This is an optimization exercise on Yosys and OpenROAD, whose aim is small area and a short achievable clock period, not a production implementation.
RTL that was checked went through simulation tests only; none was proved equivalent to the original.

==> inputs of 02-09 <==
Design obi_rvalid_delay, start of the top module:
module obi_rvalid_delay #(
  parameter int unsigned FIFO_DEPTH = 4,
  parameter int unsigned DATA_WIDTH = 32,
  parameter logic [31:0] LFSR_SEED  = 32'h1
) (
  input  logic                              clk_i,
  input  logic                              rst_ni,
  input  logic                              req_i,
  input  logic                              gnt_i,
  input  logic                              mem_rvalid_i,
  input  logic [DATA_WIDTH-1:0]             mem_rdata_i,
  input  logic                              mem_err_i,
  output logic                              rvalid_core_o,
  output logic [DATA_WIDTH-1:0]             rdata_core_o,
  output logic                              err_core_o,
  input  logic                              en_stall_i,
  input  logic [31:0]                       stall_mode_i,
  input  logic [31:0]                       max_stall_i,
  input  logic [31:0]                       rvalid_stall_i,
  output logic [$clog2(FIFO_DEPTH+1)-1:0]   outstanding_o,
  output logic                              gnt_block_o,
  output logic                              overflow_o,
  output logic                              protocol_err_o
);
Settings: LEC_CHECK=0, ABC_AREA=1, CAP_MARGIN=20, CORE_MARGIN=2, CORE_UTILIZATION=40, SLEW_MARGIN=20; clock period 100.0 ns.
run.sh (not shown) runs the stock make flow with config.mk's settings and CLKGATE_MAP_FILE= SYNTH_SCRIPT=/design/flow/synth_recipe.tcl, a recipe that flattens the netlist after the stock synthesis.
==> inputs of 10-06, as changes to 02-09 <==
Settings changed: CORE_UTILIZATION 40 to 65, PLACE_DENSITY set to 0.75.
==> inputs of 12-19, as changes to 02-09 <==
==> flow/flow/run.sh (new file) <==
#!/bin/bash
export SETUP_SLACK_MARGIN=48
bash standard.sh > standard.log 2>&1
==> flow/standard.sh (new file) <==
#!/bin/bash
# synth_recipe.tcl (not shown) runs the flow's synth.tcl, then flattens the netlist and writes it again
# the make line also repeats each setting of config.mk as NAME=value (left out here)
make -C /OpenROAD-flow-scripts/flow DESIGN_CONFIG=/design/flow/config.mk WORK_HOME=/design/flow/orfs CLKGATE_MAP_FILE= SYNTH_SCRIPT=/design/flow/synth_recipe.tcl "${@:-finish}"
Settings changed: CORE_UTILIZATION 40 to 65, PLACE_DENSITY set to 0.75.
removed: flow/run.sh
==> inputs of 07-24, as changes to 02-09 <==
--- a/flow/design.v
+++ b/flow/design.v
@@ -892,15 +892,15 @@
 wire r16_12 = s16_sel ? (s16_p12b ^ s16_g28) : r15_11;
 wire r16_13 = s16_sel ? (s16_p13b ^ s16_g29) : r15_12;
 wire r16_14 = s16_sel ? (s16_p14b ^ s16_g30) : r15_13;
 wire r16_15 = s16_sel ? (s16_p15b ^ s16_g31) : r15_14;
 wire r16_16 = s16_sel ? (s16_p16b ^ s16_g32) : r15_15;
 assign rout = {1'b0, 1'b0, 1'b0, 1'b0, 1'b0, 1'b0, 1'b0, 1'b0, 1'b0, 1'b0, 1'b0, 1'b0, 1'b0, 1'b0, 1'b0, r16_16, r16_15, r16_14, r16_13, r16_12, r16_11, r16_10, r16_9, r16_8, r16_7, r16_6, r16_5, r16_4, r16_3, r16_2, r16_1, r16_0};
 endmodule
-module obi_rem_hi (input logic [31:0] mx, input logic [31:0] x, input logic [31:0] rin, output logic [31:0] rout);
+module obi_rem_hi (input logic [31:0] mx, input logic [31:0] x, input logic [31:0] rin, output logic [31:0] rout, output logic zout);
 logic [31:0] nm; assign nm = ~mx;
 logic [31:0] hz;
 assign hz[31] = 1'b1;
 assign hz[30] = hz[31] & ~mx[31];
 assign hz[29] = hz[30] & ~mx[30];
 assign hz[28] = hz[29] & ~mx[29];
 assign hz[27] = hz[28] & ~mx[28];
@@ -3199,14 +3199,17 @@
 wire s31_p28b = r30_27 ^ nm[28];
 wire s31_g29b = r30_28 & nm[29];
 wire s31_p29b = r30_28 ^ nm[29];
 wire s31_g30b = r30_29 & nm[30];
 wire s31_p30b = r30_29 ^ nm[30];
 wire s31_g31b = r30_30 & nm[31];
 wire s31_p31b = r30_30 ^ nm[31];
+wire s31_rz = ~|{r30_30, r30_29, r30_28, r30_27, r30_26, r30_25, r30_24, r30_23, r30_22, r30_21, r30_20, r30_19, r30_18, r30_17, r30_16, r30_15, r30_14, r30_13, r30_12, r30_11, r30_10, r30_9, r30_8, r30_7, r30_6, r30_5, r30_4, r30_3, r30_2, r30_1, r30_0, x[0]};
+wire s31_sz = ~s31_p0b & ~(s31_p1b ^ (x[0] | nm[0])) & ~(s31_p2b ^ (r30_0 | nm[1])) & ~(s31_p3b ^ (r30_1 | nm[2])) & ~(s31_p4b ^ (r30_2 | nm[3])) & ~(s31_p5b ^ (r30_3 | nm[4])) & ~(s31_p6b ^ (r30_4 | nm[5])) & ~(s31_p7b ^ (r30_5 | nm[6])) & ~(s31_p8b ^ (r30_6 | nm[7])) & ~(s31_p9b ^ (r30_7 | nm[8])) & ~(s31_p10b ^ (r30_8 | nm[9])) & ~(s31_p11b ^ (r30_9 | nm[10])) & ~(s31_p12b ^ (r30_10 | nm[11])) & ~(s31_p13b ^ (r30_11 | nm[12])) & ~(s31_p14b ^ (r30_12 | nm[13])) & ~(s31_p15b ^ (r30_13 | nm[14])) & ~(s31_p16b ^ (r30_14 | nm[15])) & ~(s31_p17b ^ (r30_15 | nm[16])) & ~(s31_p18b ^ (r30_16 | nm[17])) & ~(s31_p19b ^ (r30_17 | nm[18])) & ~(s31_p20b ^ (r30_18 | nm[19])) & ~(s31_p21b ^ (r30_19 | nm[20])) & ~(s31_p22b ^ (r30_20 | nm[21])) & ~(s31_p23b ^ (r30_21 | nm[22])) & ~(s31_p24b ^ (r30_22 | nm[23])) & ~(s31_p25b ^ (r30_23 | nm[24])) & ~(s31_p26b ^ (r30_24 | nm[25])) & ~(s31_p27b ^ (r30_25 | nm[26])) & ~(s31_p28b ^ (r30_26 | nm[27])) & ~(s31_p29b ^ (r30_27 | nm[28])) & ~(s31_p30b ^ (r30_28 | nm[29])) & ~(s31_p31b ^ (r30_29 | nm[30]));
+assign zout = s31_rz | s31_sz;
 wire s31_g1 = s31_g1b | (s31_p1b & s31_g0b);
 wire s31_g2 = s31_g3b | (s31_p3b & s31_g2b);
 wire s31_p2 = s31_p3b & s31_p2b;
 wire s31_g3 = s31_g5b | (s31_p5b & s31_g4b);
 wire s31_p3 = s31_p5b & s31_p4b;
 wire s31_g4 = s31_g7b | (s31_p7b & s31_g6b);
 wire s31_p4 = s31_p7b & s31_p6b;
@@ -3403,15 +3406,15 @@
   logic [SPLIT:0] prem_r;
   logic [2:0]  outst_r;
   logic        ovf_r, perr_r;
   logic [31:0] lfsr_s, xprev_s;
   logic        push_s, rv_s, empty_s, full_s, one_s, pendq_s, newhead_s, take_next_s;
   logic        is_div_s, is_std_s;
   logic [31:0] rem1_s, rem2_s, dly_s, hc_s, nd_s;
-  logic        dly_zero_s, hc_zero_s;
+  logic        dly_zero_s, hc_zero_s, rem2z_s;
   obi_delay_lfsr #(
     .SEED (LFSR_SEED),
     .POLY (LFSR_POLY)
   ) u_lfsr (
     .clk_i     (clk_i),
     .rst_ni    (rst_ni),
     .advance_i (push_s),
@@ -3428,20 +3431,21 @@
     .rin  (32'd0),
     .rout (rem1_s)
   );
   obi_rem_hi u_rem2 (
     .mx   (pmx_r),
     .x    (xprev_s),
     .rin  (32'(prem_r)),
-    .rout (rem2_s)
+    .rout (rem2_s),
+    .zout (rem2z_s)
   );
   assign is_div_s = en_stall_i && (stall_mode_i == RANDOM);
   assign is_std_s = en_stall_i && (stall_mode_i == STANDARD);
   assign dly_s      = pdiv_r ? rem2_s : pmx_r;
-  assign dly_zero_s = (dly_s == 32'd0);
+  assign dly_zero_s = pdiv_r ? rem2z_s : (pmx_r == 32'd0);
   assign hc_s       = phead_r ? dly_s : hcnt_r;
   assign hc_zero_s  = phead_r ? dly_zero_s : (hcnt_r == 32'd0);
   assign empty_s   = (cnt_r == 3'd0);
   assign full_s    = cnt_r[2];
   assign one_s     = (cnt_r == 3'd1);
   assign rv_s      = !empty_s && hc_zero_s;
   assign push_s    = mem_rvalid_i && (!full_s || rv_s);
==> flow/flow/run.sh (new file) <==
#!/bin/bash
export SETUP_SLACK_MARGIN=42
bash standard.sh > standard.log 2>&1
==> flow/standard.sh (new file) <==
#!/bin/bash
# synth_recipe.tcl (not shown) runs the flow's synth.tcl, then flattens the netlist and writes it again
# the make line also repeats each setting of config.mk as NAME=value (left out here)
make -C /OpenROAD-flow-scripts/flow DESIGN_CONFIG=/design/flow/config.mk WORK_HOME=/design/flow/orfs CLKGATE_MAP_FILE= SYNTH_SCRIPT=/design/flow/synth_recipe.tcl "${@:-finish}"
Settings changed: CORE_UTILIZATION 40 to 65, PLACE_DENSITY set to 0.75.
removed: flow/run.sh
==> impl_metrics.ini <==
[routing]
dr_total_vias = 43691

[cells_and_area]
multiInputGateArea_um2 = 33600

[outcome]
outcome = timing/DRC/antenna clean

[grt]
grt_util_met2_pct = 61.2

[worst_setup_path]
worstPathArrival_ns = 31.24
crit_path_max_fanout = 26
crit_top_cell = nand2_2
(the above is from 12-19)
==> impl_metrics.ini <==
[outcome]
outcome = timing/DRC/antenna clean

[worst_setup_path]
crit_top_cell = nand2_1
cp.required_ns = 80.00
worstPathArrival_ns = 39.74
crit_path_max_fanout = 47

[sta]
relSlewSlack_pct = 25.5
post-route-min-period_ns = 59.74
fin_skew_ns = 0.0635

[routing]
dr_total_vias = 39782
wl_met1_mm = 52.0

[place]
gp_congestion = 0.926

[clock_tree]
cts_tree = yes

[grt]
grt_util_met2_pct = 57.9
(the above is from 10-06)
==> impl_metrics.ini <==
[place]
portBuffers = 174
place_area_um2 = 46100

[worst_setup_path]
crit_path_max_fanout = 40
worstPathArrival_ns = 40.70

[routing]
vias_per_cell = 5.22
dr_total_vias = 38931

[grt]
grt_util_met2_pct = 36.5
grt_overflow = 0

[synth]
synthesis.area_um2 = 43000

[cells_and_area]
multiInputGateArea_um2 = 29900

[outcome]
outcome = timing/DRC/antenna clean
(the above is from 02-09)
==> impl_metrics.ini <==
[outcome]
outcome = timing/DRC/antenna clean

[cells_and_area]
multiInputGateArea_um2 = 31000
nClkBuffers = 54

[worst_setup_path]
worstPathArrival_ns = 35.16
crit_path_max_fanout = 37
endpoint_kind = output pin

[grt]
grt_util_met2_pct = 62.2

[floorplan]
start_util_pct = 65.6

[routing]
dr_total_vias = 42485
vias_per_cell = 5.89

[place]
dp_cells = 7122
(the above is from 07-24)
For 07-24, only the layout was checked, not whether the RTL still works.

---

==> inputs of run a <==
obi_rvalid_delay, a different RTL version from the one above (not shown whole).
==> module obi_rvalid_delay, before the edit <==
module obi_rvalid_delay #(
  parameter int unsigned FIFO_DEPTH = 4,
  parameter int unsigned DATA_WIDTH = 32,
  parameter logic [31:0] LFSR_SEED  = 32'h1
) (
  input  logic                              clk_i,
  input  logic                              rst_ni,
  input  logic                              req_i,
  input  logic                              gnt_i,
  input  logic                              mem_rvalid_i,
  input  logic [DATA_WIDTH-1:0]             mem_rdata_i,
  input  logic                              mem_err_i,
  output logic                              rvalid_core_o,
  output logic [DATA_WIDTH-1:0]             rdata_core_o,
  output logic                              err_core_o,
  input  logic                              en_stall_i,
  input  logic [31:0]                       stall_mode_i,
  input  logic [31:0]                       max_stall_i,
  input  logic [31:0]                       rvalid_stall_i,
  output logic [$clog2(FIFO_DEPTH+1)-1:0]   outstanding_o,
  output logic                              gnt_block_o,
  output logic                              overflow_o,
  output logic                              protocol_err_o
);
  localparam int SPLIT = 19;   
  logic [DATA_WIDTH:0] dat_r [0:3];
  logic [1:0]  wptr_r, rptr_r;
  logic [2:0]  cnt_r;
  logic [31:0] dq_r [0:2];
  logic [1:0]  dqw_r, dqr_r;
  logic [31:0] hcnt_r;
  logic        pend_r, phead_r, pdiv_r;
  logic [31:0] pmx_r;
  logic [SPLIT:0] prem_r;
  logic [2:0]  outst_r;
  logic        ovf_r, perr_r;
  logic [31:0] lfsr_s, xprev_s;
  logic        push_s, rv_s, empty_s, full_s, one_s, pendq_s, newhead_s, take_next_s;
  logic        is_div_s, is_std_s;
  logic [31:0] rem1_s, rem2_s, dly_s, hc_s, nd_s;
  logic        dly_zero_s, hc_zero_s, rem2z_s;
  obi_delay_lfsr #(
    .SEED (LFSR_SEED),
    .POLY (LFSR_POLY)
  ) u_lfsr (
    .clk_i     (clk_i),
    .rst_ni    (rst_ni),
    .advance_i (push_s),
    .state_o   (lfsr_s)
  );
  always_comb begin
    xprev_s[0] = lfsr_s[31];
    for (int i = 0; i < 31; i++)
      xprev_s[i+1] = lfsr_s[i] ^ (lfsr_s[31] & LFSR_POLY[i]);
  end
  obi_rem_lo u_rem1 (
    .mx   (max_stall_i),
    .x    (lfsr_s),
    .rin  (32'd0),
    .rout (rem1_s)
  );
  obi_rem_hi u_rem2 (
    .mx   (pmx_r),
    .x    (xprev_s),
    .rin  (32'(prem_r)),
    .rout (rem2_s),
    .zout (rem2z_s)
  );
  assign is_div_s = en_stall_i && (stall_mode_i == RANDOM);
  assign is_std_s = en_stall_i && (stall_mode_i == STANDARD);
  assign dly_s      = pdiv_r ? rem2_s : pmx_r;
  assign dly_zero_s = pdiv_r ? rem2z_s : (pmx_r == 32'd0);
  assign hc_s       = phead_r ? dly_s : hcnt_r;
  assign hc_zero_s  = phead_r ? dly_zero_s : (hcnt_r == 32'd0);
  assign empty_s   = (cnt_r == 3'd0);
  assign full_s    = cnt_r[2];
  assign one_s     = (cnt_r == 3'd1);
  assign rv_s      = !empty_s && hc_zero_s;
  assign push_s    = mem_rvalid_i && (!full_s || rv_s);
  assign pendq_s   = pend_r && !phead_r;
  assign newhead_s = push_s && (empty_s || (rv_s && one_s));
  assign take_next_s = rv_s && !one_s;
  assign nd_s = (pendq_s && cnt_r == 3'd2) ? dly_s : dq_r[dqr_r];
  always_ff @(posedge clk_i) begin
    if (!rst_ni) begin
      wptr_r  <= '0;
      rptr_r  <= '0;
      cnt_r   <= '0;
      dqw_r   <= '0;
      dqr_r   <= '0;
      hcnt_r  <= '0;
      pend_r  <= 1'b0;
      phead_r <= 1'b0;
      outst_r <= '0;
      ovf_r   <= 1'b0;
      perr_r  <= 1'b0;
    end else begin
      if (push_s) wptr_r <= wptr_r + 2'd1;
      if (rv_s)   rptr_r <= rptr_r + 2'd1;
      cnt_r <= cnt_r + {2'b0, push_s} - {2'b0, rv_s};
      if (pendq_s) dqw_r <= (dqw_r == 2'd2) ? 2'd0 : dqw_r + 2'd1;
      if (take_next_s) dqr_r <= (dqr_r == 2'd2) ? 2'd0 : dqr_r + 2'd1;
      if (take_next_s)     hcnt_r <= nd_s;
      else if (!hc_zero_s) hcnt_r <= hc_s - 32'd1;
      else                 hcnt_r <= 32'd0;
      pend_r  <= push_s;
      phead_r <= newhead_s;
      case ({req_i && gnt_i, rv_s})
        2'b10: if (outst_r != 3'd4) outst_r <= outst_r + 3'd1;
        2'b01: if (outst_r == 3'd0) perr_r <= 1'b1;
               else outst_r <= outst_r - 3'd1;
        default: ;
      endcase
      if (mem_rvalid_i && full_s && !rv_s) ovf_r <= 1'b1;
    end
  end
  always_ff @(posedge clk_i) begin
    if (push_s) dat_r[wptr_r] <= {mem_rdata_i, mem_err_i};
    if (pendq_s) dq_r[dqw_r] <= dly_s;
    pdiv_r <= is_div_s;
    pmx_r  <= is_div_s ? max_stall_i : (is_std_s ? rvalid_stall_i : 32'd0);
    prem_r <= rem1_s[SPLIT:0];
  end
  assign rvalid_core_o  = rv_s;
  assign rdata_core_o   = rv_s ? dat_r[rptr_r][DATA_WIDTH:1] : '0;
  assign err_core_o     = rv_s ? dat_r[rptr_r][0] : 1'b0;
  assign outstanding_o  = outst_r;
  assign gnt_block_o    = outst_r[2];
  assign overflow_o     = ovf_r;
  assign protocol_err_o = perr_r;
endmodule
export LEC_CHECK = 0
export ABC_AREA = 1
export CAP_MARGIN = 20
export CORE_MARGIN = 2
export CORE_UTILIZATION = 60
export PLACE_DENSITY = 0.7
export SLEW_MARGIN = 20
export SYNTH_HIERARCHICAL = 1
create_clock -name core_clock -period 100.0 [get_ports {clk_i}]
standard.sh (not shown) runs the stock make flow with config.mk's settings and CLKGATE_MAP_FILE= SYNTH_SCRIPT=/design/flow/synth_recipe.tcl, a recipe that flattens the netlist after the stock synthesis.
==> flow/flow/run.sh <==
#!/bin/bash
export SETUP_SLACK_MARGIN=57
export BUFFER_PORTS_ARGS="-buffer_cell sky130_fd_sc_hd__buf_4"
export MAX_REPAIR_ANTENNAS_ITER_DRT=10
bash standard.sh > standard.log 2>&1
==> inputs of run b, as changes to run a <==
--- a/flow/design.v
+++ b/flow/design.v
@@ -3778,7 +3778,6 @@
       cnt_r   <= '0;
       dqw_r   <= '0;
       dqr_r   <= '0;
-      hcnt_r  <= '0;
       pend_r  <= 1'b0;
       phead_r <= 1'b0;
       outst_r <= '0;
@@ -3790,9 +3789,6 @@
       cnt_r <= cnt_r + {2'b0, push_s} - {2'b0, rv_s};
       if (pendq_s) dqw_r <= (dqw_r == 2'd2) ? 2'd0 : dqw_r + 2'd1;
       if (take_next_s) dqr_r <= (dqr_r == 2'd2) ? 2'd0 : dqr_r + 2'd1;
-      if (take_next_s)     hcnt_r <= nd_s;
-      else if (!hc_zero_s) hcnt_r <= hc_s - 32'd1;
-      else                 hcnt_r <= 32'd0;
       pend_r  <= push_s;
       phead_r <= newhead_s;
       case ({req_i && gnt_i, rv_s})
@@ -3805,6 +3801,9 @@
     end
   end
   always_ff @(posedge clk_i) begin
+    if (take_next_s)     hcnt_r <= nd_s;
+    else if (!hc_zero_s) hcnt_r <= hc_s - 32'd1;
+    else                 hcnt_r <= 32'd0;
     if (push_s) dat_r[wptr_r] <= {mem_rdata_i, mem_err_i};
     if (pendq_s) dq_r[dqw_r] <= dly_s;
     pdiv_r <= is_div_s;
--- a/flow/config.mk
+++ b/flow/config.mk
@@ -5,7 +5,6 @@
 export SDC_FILE = /design/flow/constraint.sdc
 export NUM_CORES = 4
 export LEC_CHECK = 0
-export ABC_AREA = 1
 export CAP_MARGIN = 20
 export CORE_MARGIN = 2
 export CORE_UTILIZATION = 60
==> results_dict.tcl <==
set metrics [dict create \
    grt_pass1_vias 44800 \
    inverters 557 \
    period_needed_ns 51.92 \
    status "complete, no violations" \
]
That was run b.
==> results_dict.tcl <==
set metrics [dict create \
    ios 175 \
    period_needed_ns 41.16 \
    endpoint "rdata_core_o[22]" \
    status "complete, no violations" \
    fin_hold_ws_ns 0.481 \
    grt_pass1_vias 52400 \
    viasPerCell 5.46 \
    port_buffers 174 \
]
That was run a.
Only the layout flow was run in run b; the RTL was not checked for function there.

## separate check: timing with driven ports
In the flow no input, the clock included, has a driving cell. The finished layouts below were timed again as built, in two steps. Step 1 assumes that a clkbuf_16 drives the clock port and a buf_2 every other input. Step 2 also shifts input and output timing later by t, the mid clock arrival at the registers, as if the neighbouring blocks saw the same clock. Slacks: ideal / step 1 / step 2; pairs: ideal / step 1.
| run | shift t [ns] | setup slack, ns | hold slack, ns | worst slew at a driven data input, ns |
|---|---|---|---|---|
| 02-09 | 0.638 | 39.296 / 39.233 / 39.871 | 0.461 / 0.461 / 0.461 | 0.10 |
| 10-06 | 0.645 | 40.259 / 40.195 / 40.839 | 0.468 / 0.468 / 0.468 | 0.09 |
| 12-19 | 0.646 | 48.756 / 48.692 / 48.853 | 0.468 / 0.468 / 0.468 | 0.09 |
| 07-24 | 0.646 | 44.839 / 44.772 / 44.731 | 0.448 / 0.448 / 0.448 | 0.10 |
| run a | 0.651 | 58.843 / 58.773 / 58.562 | 0.481 / 0.481 / 0.481 | 0.11 |
| run b | 0.626 | 48.081 / 48.096 / 47.470 | 0.469 / 0.469 / 0.469 | 0.13 |
After both steps setup and hold are still met in every run listed. The setup slack of run b, which loses most, moves by +0.015 ns with the drivers and by -0.611 ns with both steps.
